Source: an optimization exercise on an open RTL-to-GDS flow (aim: small area). Production flows keep margins and buffers that such runs may drop. Function was checked by simulation only, so behaviour that the tests miss may differ from the original. Power figures rest on the tool's default switching activity, not on a simulated workload.

## main
==> flow/design.v <==
package neuron_frame_loader_pkg;
    localparam int size_word    = 8;
    localparam int number_image = 121;
    localparam int CNT_W        = $clog2(number_image);
    typedef enum logic {
        LOAD = 1'b0,
        FULL = 1'b1
    } load_state_t;
endpackage
module frame_slot_decoder #(
    parameter int number_image = neuron_frame_loader_pkg::number_image,
    parameter int CNT_W        = $clog2(number_image)
) (
    input  logic                    wr_en,
    input  logic [CNT_W-1:0]        idx,
    output logic [number_image-1:0] pix_en,
    output logic [number_image-1:0] wgt_en
);
    for (genvar i = 0; i < number_image; i++) begin : g_slot
        assign pix_en[i] = wr_en && (idx == CNT_W'(i));
        assign wgt_en[number_image-1-i] = pix_en[i];
    end
endmodule
module neuron_frame_loader #(
    parameter int   size_word    = neuron_frame_loader_pkg::size_word,
    parameter int   number_image = neuron_frame_loader_pkg::number_image,
    localparam int  CNT_W        = $clog2(number_image)
) (
    input  logic                              clk,
    input  logic                              rst,
    input  logic                              in_valid,
    output logic                              in_ready,
    input  logic [size_word-1:0]              in_pixel,
    input  logic                              in_weight,
    input  logic                              in_sof,
    output logic [size_word*number_image-1:0] Image,
    output logic [number_image-1:0]           Weight,
    output logic                              frame_valid,
    input  logic                              frame_ready,
    output logic [CNT_W-1:0]                  beat_count,
    output logic                              frame_drop
);
    localparam logic [CNT_W-1:0] LAST_IDX = CNT_W'(number_image - 1);
    neuron_frame_loader_pkg::load_state_t state;
    logic             load_q;    
    logic             shift;     
    logic             hold;      
    logic [CNT_W-1:0] idx;
    assign in_ready    = (state == neuron_frame_loader_pkg::LOAD);
    assign frame_valid = (state == neuron_frame_loader_pkg::FULL);
    assign shift = in_valid && load_q;
    assign hold  = !in_valid || (state == neuron_frame_loader_pkg::FULL);
    assign idx   = in_sof ? '0 : beat_count;
    always_ff @(posedge clk) begin
        Image  <= ({size_word*number_image{shift}} & {in_pixel, Image[size_word*number_image-1:size_word]})
                | ({size_word*number_image{hold}}  & Image);
        Weight <= ({number_image{shift}} & {Weight[number_image-2:0], in_weight})
                | ({number_image{hold}}  & Weight);
    end
    always_ff @(posedge clk) begin
        if (rst) begin
            state      <= neuron_frame_loader_pkg::LOAD;
            load_q     <= 1'b1;
            beat_count <= '0;
            frame_drop <= 1'b0;
        end else begin
            frame_drop <= 1'b0;
            case (state)
                neuron_frame_loader_pkg::LOAD: begin
                    if (shift) begin
                        frame_drop <= in_sof && (beat_count != '0);
                        if (idx == LAST_IDX) begin
                            state      <= neuron_frame_loader_pkg::FULL;
                            load_q     <= 1'b0;
                            beat_count <= '0;
                        end else begin
                            beat_count <= idx + 1'b1;
                        end
                    end
                end
                neuron_frame_loader_pkg::FULL: begin
                    if (frame_ready) begin
                        state  <= neuron_frame_loader_pkg::LOAD;
                        load_q <= 1'b1;
                    end
                end
                default: begin
                    state  <= neuron_frame_loader_pkg::LOAD;
                    load_q <= 1'b1;
                end
            endcase
        end
    end
endmodule
export LEC_CHECK = 0
export CAP_MARGIN = 20
export CORE_AREA = 5 5 245 245
export DIE_AREA = 0 0 250 250
export SLEW_MARGIN = 20
create_clock -name core_clock -period 5.0 [get_ports {clk}]
standard.sh (not shown) runs the stock make flow with config.mk's settings and CLKGATE_MAP_FILE= SYNTH_SCRIPT=/design/flow/synth_recipe.tcl, a recipe that flattens the netlist after the stock synthesis.
==> flow/flow/run.sh <==
#!/bin/bash
# Standard ORFS layout (the standard.sh, unchanged synthesis) with these changes:
#  - port buffers use the smallest buffer cell (buf_1);
#  - IO pins may sit one routing track apart, so the smaller die still holds all ports;
#  - CTS clusters about 19 sinks per clkbuf_8 leaf buffer, with no dummy loads.
set -euo pipefail
export BUFFER_PORTS_ARGS="-buffer_cell sky130_fd_sc_hd__buf_1"
export PLACE_PINS_ARGS="-min_distance 1 -min_distance_in_tracks"
export CTS_ARGS="-sink_clustering_enable -repair_clock_nets -dont_use_dummy_load -sink_clustering_size 19 -sink_clustering_max_diameter 70 -buf_list {sky130_fd_sc_hd__clkbuf_8}"
bash standard.sh finish > flow_make.log 2>&1
main: flow completed, timing, DRC and antenna clean
--- input diff main..the feature branch ---
==> flow/flow/run.sh <==
#!/bin/bash
# Standard ORFS layout (the standard.sh, unchanged synthesis) with these changes:
#  - port buffers use the smallest buffer cell (buf_1);
#  - IO pins may sit one routing track apart, so the smaller die still holds all ports;
#  - CTS clusters about 18 sinks per clkbuf_8 leaf buffer, with no dummy loads.
set -euo pipefail
export BUFFER_PORTS_ARGS="-buffer_cell sky130_fd_sc_hd__buf_1"
export PLACE_PINS_ARGS="-min_distance 1 -min_distance_in_tracks"
export CTS_ARGS="-sink_clustering_enable -repair_clock_nets -dont_use_dummy_load -sink_clustering_size 18 -sink_clustering_max_diameter 50 -buf_list {sky130_fd_sc_hd__clkbuf_8}"
bash standard.sh finish > flow_make.log 2>&1
Findings:
Per the comparison of the feature branch with main, fraction of power spent switching nets down 0.20 points; internal power summed over all cells grew by 2.4%; routed wire length per instance moved down; routed metal-1 wirelength held.
The feature branch: done, clean on timing, DRC and antenna


Another version of the RTL of neuron_frame_loader (not shown whole).
Size in the first run: about 1100 flip-flops, roughly 1100 I/O pins, about 33000 sq um of cells after synthesis.
// neuron_frame_loader
module neuron_frame_loader #(
    parameter int   size_word    = neuron_frame_loader_pkg::size_word,
    parameter int   number_image = neuron_frame_loader_pkg::number_image,
    localparam int  CNT_W        = $clog2(number_image)
) (
    input  logic                              clk,
    input  logic                              rst,
    input  logic                              in_valid,
    output logic                              in_ready,
    input  logic [size_word-1:0]              in_pixel,
    input  logic                              in_weight,
    input  logic                              in_sof,
    output logic [size_word*number_image-1:0] Image,
    output logic [number_image-1:0]           Weight,
    output logic                              frame_valid,
    input  logic                              frame_ready,
    output logic [CNT_W-1:0]                  beat_count,
    output logic                              frame_drop
);
export LEC_CHECK = 0
export CAP_MARGIN = 20
export CORE_AREA = 5 5 335 335
export DIE_AREA = 0 0 340 340
export SLEW_MARGIN = 20
create_clock -name core_clock -period 5.0 [get_ports {clk}]
==> flow/flow/run.sh <==
#!/bin/bash
# Standard ORFS layout with two changes: port buffers use the smallest buffer
# cell, and CTS uses smaller clock buffers without dummy loads.
set -euo pipefail
export BUFFER_PORTS_ARGS="-buffer_cell sky130_fd_sc_hd__buf_1"
export CTS_ARGS="-sink_clustering_enable -repair_clock_nets -dont_use_dummy_load -buf_list {sky130_fd_sc_hd__clkbuf_4 sky130_fd_sc_hd__clkbuf_8}"
bash standard.sh finish > flow_make.log 2>&1
The first run finished with timing, DRC and antenna clean.
==> next run, changes <==
==> flow/run.sh (new file) <==
#!/bin/bash
# synth_recipe.tcl (not shown) runs the flow's synth.tcl, then flattens the netlist and writes it again
# the make line also repeats each setting of config.mk as NAME=value (left out here)
make -C /OpenROAD-flow-scripts/flow DESIGN_CONFIG=/design/flow/config.mk WORK_HOME=/design/flow/orfs CLKGATE_MAP_FILE= SYNTH_SCRIPT=/design/flow/synth_recipe.tcl finish
removed: flow/flow/run.sh
removed: flow/standard.sh
Outcome: The changed run went through all stages and came out clean; via count decreases slightly; setup slack gets worse by 340 ps; synthesized area does not change; critical path depth increases by 1; wire length increases by roughly a tenth; cell area increases by about a fifth; sequential power is about the same; fmax decreases by roughly a tenth; first-iteration DRC count decreases by a few percent; sequential share of layout area decreases by 13 points.

[separate check: timing with driven ports]
How much do the figures lean on ideal ports? The routed layouts below were timed once more, with nothing changed but the port constraints.
Step 1: set_driving_cell puts a clkbuf_16 on clk and a buf_2 on each other input, an assumption about the parent block.
Step 2, shift: input delay + t, output delay - t, t = (earliest + latest rising clock arrival at the registers) / 2. This alone moves slack from input paths to output paths.
Three values: no drivers, after step 1, after step 2; two values: the first two.
run | t, ns | setup WS [ns] | latest minus earliest clock arrival (ns)
main | 0.724 | 2.423 / 2.423 / 1.752 | 0.052 / 0.052
the feature branch | 0.719 | 2.410 / 2.413 / 1.727 | 0.062 / 0.062
the first run of note 2 | 0.827 | 2.339 / 2.339 / 1.596 | 0.101 / 0.101
the second run of note 2 | 0.732 | 1.999 / 1.993 / 1.292 | 0.031 / 0.031
After both steps every run listed still meets setup and hold. The setup slack of the first run of note 2, which loses most, moves by 0.000 ns with the drivers and by -0.743 ns with both steps.
